This is an optimization exercise on Yosys and OpenROAD, whose aim is small area and a short achievable clock period, not a production implementation.
In this exercise RTL edits were held to simulation tests only and were not proved equivalent to the original.
Power and IR drop assume default switching activity.

## flow/design.v (module list and top-level ports; edited modules follow where they fit)
// module barrel_shifter: 61 lines
// module alu_core: 94 lines
// module add32: 30 lines
// module booth_step: 1016 lines
// module alu_block: 95 lines
// module mul_iter: 86 lines
// module apb_exec_regs: 172 lines
// module exec_top: 119 lines
module exec_top (
    input  logic                clk,
    input  logic                reset,
    input  logic                psel,
    input  logic                penable,
    input  logic                pwrite,
    input  exec_pkg::apb_addr_t paddr,
    input  exec_pkg::word_t     pwdata,
    output exec_pkg::word_t     prdata,
    output logic                pready,
    output logic                pslverr
);
  // ...
==> flow/flow/run.sh <==
#!/bin/bash
set -o pipefail
export SETUP_SLACK_MARGIN=6.5
export BUFFER_PORTS_ARGS="-buffer_cell sky130_fd_sc_hd__buf_4"
bash standard.sh > standard.log 2>&1
==> flow/standard.sh <==
#!/bin/bash
# synth_recipe.tcl (not shown) runs the flow's synth.tcl, then flattens the netlist and writes it again
# the make line also repeats each setting of config.mk as NAME=value (left out here)
make -C /OpenROAD-flow-scripts/flow DESIGN_CONFIG=/design/flow/config.mk WORK_HOME=/design/flow/orfs CLKGATE_MAP_FILE= SYNTH_SCRIPT=/design/flow/synth_recipe.tcl "${@:-finish}"
==> flow/config.mk <==
export PLATFORM = sky130hd
export DESIGN_NAME = exec_top
export DESIGN_NICKNAME = exec_top
export VERILOG_FILES = /design/flow/design.v
export SDC_FILE = /design/flow/constraint.sdc
export NUM_CORES = 4
export LEC_CHECK = 0
export ABC_AREA = 1
export CAP_MARGIN = 20
export CORE_MARGIN = 2
export CORE_UTILIZATION = 40
export PLACE_DENSITY = 0.6
export SLEW_MARGIN = 20
export TNS_END_PERCENT = 5
==> flow/constraint.sdc <==
create_clock -name core_clock -period 10.0 [get_ports {clk}]
set_input_delay 2.0000 -clock core_clock [delete_from_list [all_inputs] [get_ports {clk}]]
set_output_delay 2.0000 -clock core_clock [all_outputs]
set_load 0.01 [all_outputs]
==> summary.txt, run 1 <==
Finish
  • Non-Filler Instances: 7794
  • Multi-input combinational area share: 0.597
  • Diode count: 3
  • Register area: 10000 um2

Worst hold path
  • Hold Path Stages: 2
  • Min-delay src: regs_i.s[31]$_SDFFE_PP0P_

Yosys
  • Mux contribution to synthesized area: 0
  • Simple-gate share of the synthesized area: 0.217
  • Synth Warn #: 7
  • Synth top area share: 0.212
  • Post-synth top cells: nand2_1, inv_1, nand3_1

Power
  • Net load switching power: 1.15 mW
  • Internal cell power: 3.47 mW
  • Clock power share: 0.544
  • Gate power share: 0.030
  • Comb. pwr: 0.136 mW
  • Power Total: 4.62 mW

Floorplan
  • I/O pin cnt: 79
  • Tap cell count: 1488
  • Core area: 111000 um2
  • Die ar.: 115000 um2

Outcome
  • Status: finished clean

Setup path
  • Crit. End Element: flop
  • Crit-path most repeated cell: inv_1
  • Reg2reg start: regs_i.cmd[7]$_SDFFE_PP0P_
  • CP required: 10.63 ns

Clock network
  • Clock tree buffer depth: 3
  • Clock Sinks: 491

Routing
  • Wl on met1: 91900 um
  • Drt drc: 0
  • Vias per std cell: 6.16

Place
  • Post-DP HPWL: 177000 um
  • GP Congestion: 1.04

Global routing
  • GRT Max-Usage Layer: met2
  • Largest net degree at the start of global routing: 94
==> inputs of run 2 (changes only) <==
==> flow/flow/run.sh (replaced) <==
#!/bin/bash
set -o pipefail
export SETUP_SLACK_MARGIN=6.3
export BUFFER_PORTS_ARGS="-buffer_cell sky130_fd_sc_hd__buf_4"
bash standard.sh > standard.log 2>&1
==> summary.txt, run 2 <==
Outcome
  • Status: finished clean (unchanged)

Place
  • GP Congestion: 1.05 (was 1.04)
  • Post-DP HPWL: 175000 um (was 177000 um)
  • Port-buffer cells: 77 (unchanged)

Yosys
  • Mapped Area: 44800 um2 (unchanged)
  • Gate count of the mapped netlist: 6329 (unchanged)
  • Synth top area share: 0.212 (unchanged)
  • Area contributors post-synth: dfxtp_1, fa_1, nand2_1, inv_1, nand3_1 (unchanged)
  • Synth Warn #: 7 (unchanged)
  • Main flop type after synthesis: dfxtp_1 (unchanged)
  • Register area share after synthesis: 0.223 (unchanged)
  • Mapped Nets: 6908 (unchanged)
  • Number of flops mapped to enable cells by yosys: 17 (unchanged)
  • Post-synth top cells: nand2_1, inv_1, nand3_1 (unchanged)
  • Synth cell types: 64 (unchanged)
  • Top-count cell post-synth: nand2_1 (unchanged)
  • Post-synth top area cell: dfxtp_1 (unchanged)
  • Synth Register Bits: 491 (unchanged)
  • Asr flop ratio synth: 0 (unchanged)
  • Syn avg cell area: 7.09 um2 (unchanged)

Floorplan
  • Std-Cell Rows: 122 (unchanged)
  • I/O pin cnt: 79 (unchanged)
  • Die ar.: 115000 um2 (unchanged)
  • Die width: 339 um (unchanged)
  • DIE HEIGHT: 339 um (unchanged)
  • Initial Util: 0.404 (unchanged)
  • Core area: 111000 um2 (unchanged)

Clock network
  • Clock latency on the worst-skew pair: 0.74 ns (was 0.71 ns)
  • Clock tree buffer depth: 3 (unchanged)
  • CTS root buf: clkbuf_16 (unchanged)
  • Clock Sinks: 491 (unchanged)
  • CTS tree: built (unchanged)
  • H-tree levels: 2 (unchanged)
  • CTS hold repair buffers: 0 (unchanged)
  • Worst-path clk slew: 0.07 ns (was 0.06 ns)
  • Inserted Clock Buffers: 61 (unchanged)

Setup path
  • CP Class: primary input to flop (unchanged)
  • Worst EP arrival: 4.48 ns (was 4.37 ns)
  • Crit. End Element: flop (unchanged)
  • Crit-path max FO: 21 (was 22)
  • CP startpoint kind: primary input (unchanged)
  • CP required: 10.56 ns (was 10.63 ns)

Routing
  • Vias per std cell: 6.14 (was 6.16)
  • Final ANT Viol Nets: 0 (unchanged)
  • Drt drc: 0 (unchanged)
  • Total detailed-routing wirelength: 234000 um (was 239000 um)
  • Drt pass-1 iters: 9 (was 10)
  • Drt wl/cell: 30.2 um (was 30.7 um)
  • Vias: 47.7k (was 48.0k)
  • DRT iter0 DRCs: 7732 (was 7792)

Global routing
  • Antenna violations before repair: 14 (was 17)
  • First-pass GRT wire length: 328000 um (was 332000 um)
  • Global route overflow: 0 (unchanged)
  • GRT Util Overall: 0.395 (was 0.402)
  • Largest net degree at the start of global routing: 100 (was 94)
  • Vias in the first global route: 44.1k (about the same)

STA
  • Sum Neg Setup Slack: 0 ns (unchanged)
  • Count of pins over their slew limit: 0 (unchanged)
  • Fin crit share: 0.392 (was 0.374)
  • Final Hold Viols: 0 (unchanged)
  • Unrepaired setup endpoints after global routing: yes (unchanged)
  • Worst slew pin tran: 1.11 ns (was 1.14 ns)
  • Clk_skew: 0.0725 ns (was 0.0361 ns)
  • Crit path time final: 3.92 ns (was 3.74 ns)
  • Relative slew slack: 0.260 (was 0.237)
  • Setup-failing EPs final: 0 (unchanged)
  • Maximum clock rate: 255 MHz (was 267 MHz)

Finish
  • Nets: 6788 (was 6830)
  • Most common cell after layout, fill and taps aside: nand2_1 (unchanged)
  • Area delta synth->final: 10.8% (was 12.8%)
  • Most frequent cells in the layout: nand2_1, inv_1, nand3_1 (unchanged)
  • Leading registers by flop count: mul_i.st_c: 64 flops, mul_i.st_s: 64 flops (unchanged)
  • Share of layout cells above drive strength 1: 0.0768 (was 0.0931)
  • Final Util: 0.448 (was 0.456)

Power
  • PD cells: 92.6 nW/um2 (was 91.3 nW/um2)
  • Leak: 23.2 nW (was 23.5 nW)
  • VDD IR-drop max: 0.000143 V (was 0.000149 V)

Worst hold path
  • Min-Delay Path Class: flop to flop (unchanged)

Job
  • Max Cap Violations: 0 (unchanged)
[run 2: per-stage QoR]
| step | cells | hold slack, ns | total power, mW | instance area (um2) | worst slack, ns |
|---|---|---|---|---|---|
| detailed placement | 7588 | 0.463 | 2.14 | 46500 | 5.03 |
| finish | 7759 | 0.481 | 4.60 | 49700 | 6.08 |
| global placement | 7588 | 0.461 | 2.14 | 46500 | 5.00 |
| floorplan | 6329 | 0.456 | 2.06 | 44900 | 6.09 |
| global route | 7750 | 0.499 | 4.67 | 49600 | 6.12 |
| CTS | 7720 | 0.474 | 4.58 | 49200 | 6.14 |
[run 2: kinds of logic (layout without fill, tap and decap cells)]
kind of cell,count (synthesis),in the layout,share of synthesized area
DFF,491,491,0.223
xor gates and xnor gates,292,292,0.0570
buffers and inverters,1325,1258,0.113
AOI/OAI and AO/OA,1401,1401,0.176
and+or+nand+nor,2285,2285,0.217
other,1,10,0.0000836
adders and majority gates,534,534,0.213
[run 2: path summary, 6_finish.rpt]
| check | slack (ns) | to | start | depth (start not counted) |
|---|---|---|---|---|
| setup / recovery | 6.08 | regs_i.prdata[14]$_SDFF_PP0_ | paddr[7] | 13 |
| hold / removal | 0.48 | regs_i.b[13]$_SDFFE_PP0P_ | regs_i.b[13]$_SDFFE_PP0P_ | 2 |
| setup reg to reg | 6.16 | mul_i.st_c[17]$_DFF_P_ | mul_i.neg[4]$_SDFF_PP0_ | 11 |
| hold reg to reg | 0.48 | regs_i.b[13]$_SDFFE_PP0P_ | regs_i.b[13]$_SDFFE_PP0P_ | 2 |
[run 2: worst max-delay path, stage by stage]
cell and delay (ns):
buf_4 0.08, nor2_1 0.05, nand2_1 0.15, nor2_2 0.07, nand2_1 0.08, buf_4 0.28
inv_1 0.39, nand2_1 0.15, nand2_1 0.13, a221oi_1 0.51, nand2_1 0.33, nand2_1 0.17
nand2_1 0.05
[run 2: routing by layer]
metal  vias to the layer above  GRT usage  wire (um)
met5                         -          0        139
met4                        20      0.226      16900
met3                       814      0.140      33500
met2                      3579      0.557      93500
met1                     22800      0.520      89900
li1                      20400          -          -
[run 2: repair_timing]
item,4_1_cts,5_1_grt
gates cloned,4,2
hold endpoints to repair,0,0
endpoints found under the setup margin,213,239
pin swaps,0,5
buffers inserted,12,26
gates resized for setup,89,64
[run 2: layout make-up]
class	count	area (um2)
timing repair inverter	2	15.0
fill	11500	61300
inverter	909	3560
tap	1488	1860
sequential	491	10000
multi-input combinational	4513	29900
clock buffer	86	1800
clock inverter	30	417
timing repair buffer	231	2020
antenna	9	22.5
[run 2: power breakdown]
part	total [mW]	switching [mW]	internal (mW)	leakage, nW
clock	2.49	1.05	1.44	1.07
combinational	0.134	0.102	0.0322	18.2
sequential	1.97	0.00221	1.97	3.98
total	4.60	1.15	3.44	23.2
==> inputs of run 3 (changes only) <==
==> flow/flow/run.sh (replaced) <==
#!/bin/bash
set -o pipefail
export SETUP_SLACK_MARGIN=6.5
export BUFFER_PORTS_ARGS="-buffer_cell sky130_fd_sc_hd__buf_4"
bash standard.sh > standard.log 2>&1
--- a/flow/config.mk
+++ b/flow/config.mk
@@ -9,6 +9,8 @@
 export CAP_MARGIN = 20
 export CORE_MARGIN = 2
 export CORE_UTILIZATION = 40
+export CTS_CLUSTER_DIAMETER = 80
+export CTS_CLUSTER_SIZE = 20
 export PLACE_DENSITY = 0.6
 export SLEW_MARGIN = 20
 export TNS_END_PERCENT = 5
==> summary.txt, run 3 <==
Outcome
  • Status: finished clean (unchanged)

Yosys
  • Synth Warn #: 7 (unchanged)
  • Synth Area in Adders: 0.213 (unchanged)
  • Mapped Nets: 6908 (unchanged)
  • Synth Register Bits: 491 (unchanged)
  • Synth Area in Compound Gates: 0.176 (unchanged)
  • Xor-xnor portion of the synthesized cell area: 0.0570 (unchanged)
  • Post-synth top area cell: dfxtp_1 (unchanged)
  • Syn avg cell area: 7.09 um2 (unchanged)
  • Number of flops mapped to enable cells by yosys: 17 (unchanged)
  • Gate count of the mapped netlist: 6329 (unchanged)
  • Top-count cell post-synth: nand2_1 (unchanged)
  • Largest family of logic cells by synthesized area: simple AND/OR/NAND/NOR gates (unchanged)
  • Simple-gate share of the synthesized area: 0.217 (unchanged)
  • Synth cell types: 64 (unchanged)
  • Synth top area share: 0.212 (unchanged)
  • Mux contribution to synthesized area: 0 (unchanged)
  • Asr flop ratio synth: 0 (unchanged)
  • Register area share after synthesis: 0.223 (unchanged)
  • Area contributors post-synth: dfxtp_1, fa_1, nand2_1, inv_1, nand3_1 (unchanged)
  • Mapped Area: 44800 um2 (unchanged)
  • Main flop type after synthesis: dfxtp_1 (unchanged)
  • Post-synth top cells: nand2_1, inv_1, nand3_1 (unchanged)

Power
  • Sw Share: 0.276 (was 0.251)
  • Net load switching power: 1.12 mW (was 1.15 mW)
  • Leak: 23.4 nW (was 23.2 nW)
  • Internal cell power: 2.92 mW (was 3.44 mW)
  • Clock power share: 0.479 (was 0.542)
  • Sequential power share: 0.487 (was 0.428)
  • Gate power share: 0.034 (was 0.029)
  • VDD IR-drop max: 0.000112 V (was 0.000143 V)
  • PD cells: 79.6 nW/um2 (was 92.6 nW/um2)

Global routing
  • GRT Max-Usage Layer: met2 (unchanged)
  • Vias in the first global route: 44.0k (was 44.1k)
  • Global route overflow: 0 (unchanged)
  • Met2 usage in global routing: 0.562 (was 0.557)
  • Antenna violations before repair: 17 (was 14)
  • M1 GR Usage: 0.535 (was 0.520)
  • Met3 Use GR: 0.123 (was 0.140)
  • Largest net degree at the start of global routing: 94 (was 100)
  • GRT Util Overall: 0.401 (was 0.395)
  • First-pass GRT wire length: 332000 um (was 328000 um)

Floorplan
  • Core area: 111000 um2 (unchanged)
  • Std-Cell Rows: 122 (unchanged)
  • Die width: 339 um (unchanged)
  • I/O pin cnt: 79 (unchanged)
  • Initial Util: 0.404 (unchanged)
  • Die ar.: 115000 um2 (unchanged)
  • DIE HEIGHT: 339 um (unchanged)

Routing
  • Drt drc: 0 (unchanged)
  • Total detailed-routing wirelength: 241000 um (was 234000 um)
  • Final ANT Viol Nets: 0 (unchanged)
  • Vias: 48.3k (was 47.7k)
  • Drt wl/cell: 31.0 um (was 30.2 um)
  • Drt pass-1 iters: 9 (unchanged)
  • DRT iter0 DRCs: 7641 (was 7732)
  • Vias per std cell: 6.19 (was 6.14)

Place
  • GP Congestion: 1.04 (was 1.05)
  • Post-DP HPWL: 177000 um (was 175000 um)
  • Port-buffer cells: 77 (unchanged)

Setup path
  • CP delay by family, top: adder cells (was simple AND/OR/NAND/NOR gates)
  • Critical path, cell by cell: clkinv_2 > buf_4 > o22ai_1 > xor2_1 > fa_1 > fa_1 > fa_2 > fa_1 > inv_1 > ha_1 (was buf_4 > nor2_1 > nand2_1 > nor2_2 > nand2_1 > buf_4 > inv_1 > nand2_1 > nand2_1 > a221oi_1 > nand2_1 > nand2_1 > nand2_1)
  • Reg2reg start: regs_i.b[16]$_SDFFE_PP0P_ (was mul_i.neg[4]$_SDFF_PP0_)
  • Worst EP arrival: 4.25 ns (was 4.48 ns)
  • Crit-path most repeated cell: fa_1 (was nand2_1)
  • CP bufs+invs: 3 (unchanged)
  • Crit-path max FO: 9 (was 21)
  • CP startpoint kind: flop (was primary input)
  • Crit path max-delay cell type: fa_1 (was a221oi_1)
  • CP required: 10.55 ns (was 10.56 ns)
  • Launch point of the worst path: regs_i.b[16]$_SDFFE_PP0P_ (was paddr[7])
  • CP Class: flop to flop (was primary input to flop)
  • Worst path max stage delay: 0.51 ns (about the same)
  • Crit. End Element: flop (unchanged)

STA
  • Fin crit share: 0.370 (was 0.392)
  • Sum Neg Setup Slack: 0 ns (unchanged)
  • Maximum clock rate: 270 MHz (was 255 MHz)
  • Final hold slack: 0.494 ns (was 0.481 ns)
  • Setup-failing EPs final: 0 (unchanged)
  • Count of pins over their slew limit: 0 (unchanged)
  • Crit path time final: 3.70 ns (was 3.92 ns)
  • Unrepaired setup endpoints after global routing: yes (unchanged)
  • Worst slew pin tran: 1.19 ns (was 1.11 ns)
  • Final Hold Viols: 0 (unchanged)
  • Clk_skew: 0.0506 ns (was 0.0725 ns)
  • Relative slew slack: 0.204 (was 0.260)

Finish
  • Final Util: 0.457 (was 0.448)
  • Most frequent cells in the layout: nand2_1, inv_1, nand3_1 (unchanged)
  • Area delta synth->final: 13.0% (was 10.8%)
  • Share of layout cells above drive strength 1: 0.105 (was 0.0768)
  • Most common cell after layout, fill and taps aside: nand2_1 (unchanged)
  • Leading registers by flop count: mul_i.st_c: 64 flops, mul_i.st_s: 64 flops (unchanged)
  • Nets: 6852 (was 6788)
  • Fill cells: 11.5k (about the same)

Clock network
  • Worst-path clk slew: 0.10 ns (was 0.07 ns)
  • H-tree levels: 2 (unchanged)
  • Inserted Clock Buffers: 43 (was 61)
  • Clock latency on the worst-skew pair: 0.68 ns (was 0.74 ns)
  • Clock Sinks: 491 (unchanged)
  • CTS root buf: clkbuf_16 (unchanged)
  • Clock tree buffer depth: 3 (unchanged)
  • CTS tree: built (unchanged)

Job
  • Max Cap Violations: 0 (unchanged)

Worst hold path
  • Min-Delay Path Class: flop to flop (unchanged)
  • Min-delay src: regs_i.b[7]$_SDFFE_PP0P_ (was regs_i.b[13]$_SDFFE_PP0P_)
-- run 3: layout make-up --
type	instances	area, um2	share of cell area
repair buffers	305	3000	0.0593
clock buffers	49	1170	0.0231
flip-flops and latches	491	10100	0.199
diodes	4	10.0	0.000197
repair inverters	9	60.1	0.00118
multi-input cells	4514	30500	0.602
well taps	1488	1860	0.0367
clock inverters	27	335	0.00661
inverters	909	3670	0.0725
-- run 3: repair_timing --
action / in CTS / in global routing
setup buffers: 52 / 59
hold buffers: 0 / 0
pin swaps: 9 / 40
gates cloned: 7 / 14
resized for setup: 179 / 240
setup endpoints to repair: 304 / 307
-- run 3: power by group through the flow --
| stage | combinational, mW | sequential (mW) | clock [mW] |
|---|---|---|---|
| 4_1_cts | 0.127 | 1.97 | 1.94 |
| 6_report | 0.138 | 1.96 | 1.93 |
| 3_3_place_gp | 0.125 | 2.01 | 0 |
| 5_1_grt | 0.141 | 1.97 | 1.99 |
| 2_1_floorplan | 0.0520 | 2.01 | 0 |
| 3_5_place_dp | 0.125 | 2.01 | 0 |
-- run 3: worst paths after layout --
path / end / slack, ns / depth (start not counted)
worst max-delay path: mul_i.st_s[34]$_DFF_P_ / 6.30 / 10
worst min register to register: regs_i.b[7]$_SDFFE_PP0P_ / 0.49 / 2
worst max register to register: mul_i.st_s[34]$_DFF_P_ / 6.30 / 10
worst min-delay path: regs_i.b[7]$_SDFFE_PP0P_ / 0.49 / 2
-- run 3: logic make-up after synthesis --
group,after synthesis
other cells,1
flops,491
compound gates,1401
buf+inv,1325
simple gates,2285
xor+xnor,292
fa+ha+maj,534
-- run 3: worst min-delay path, stage by stage, from the launching register on --
cell and delay [ns]:
dfxtp_4 0.35, clkinv_1 0.06, a21oi_1 0.05
-- run 3: metrics by stage --
stage | std cells | setup WS (ns) | cell area [um2] | power (mW)
final | 7796 | 6.30 | 50700 | 4.03
after global routing | 7793 | 6.26 | 50700 | 4.10
after CTS | 7719 | 6.27 | 49200 | 4.03
after detailed placement | 7584 | 4.71 | 46500 | 2.14
after global placement | 7584 | 4.70 | 46500 | 2.14
after floorplan | 6329 | 6.13 | 44900 | 2.06
-- run 3: layer usage --
metal / routed length [um] / vias to the layer above
met4: 20000 / 6
met3: 34200 / 810
li1: - / 20600
met5: 36 / -
met1: 91900 / 23100
met2: 95300 / 3809

[re-timing with driven ports]
How much do the figures lean on ideal ports? The routed layouts below were timed once more, with nothing changed but the port constraints.
Step 1 assumes that a clkbuf_16 drives the clock port and a buf_2 every other input.
Step 2 adds t to the input delays and takes it off the output delays; t is the mean of the earliest and latest rising clock arrival at the registers after step 1. Input paths then give back, and output paths get back, about the clock's delay inside the block.
Three values: ideal ports, drivers, drivers and shift; two values: the first two.
run | shift t [ns] | setup slack, ns | clock arrival spread, ns
run 1 | 0.766 | 6.259 / 6.305 / 5.539 | 0.037 / 0.036
run 2 | 0.779 | 6.075 / 6.129 / 5.349 | 0.072 / 0.073
run 3 | 0.724 | 6.299 / 6.299 / 5.668 | 0.051 / 0.051
After both steps setup and hold are still met in every run listed. For run 2, which loses most, drivers alone change the setup slack by +0.054 ns; drivers and shift together by -0.726 ns.
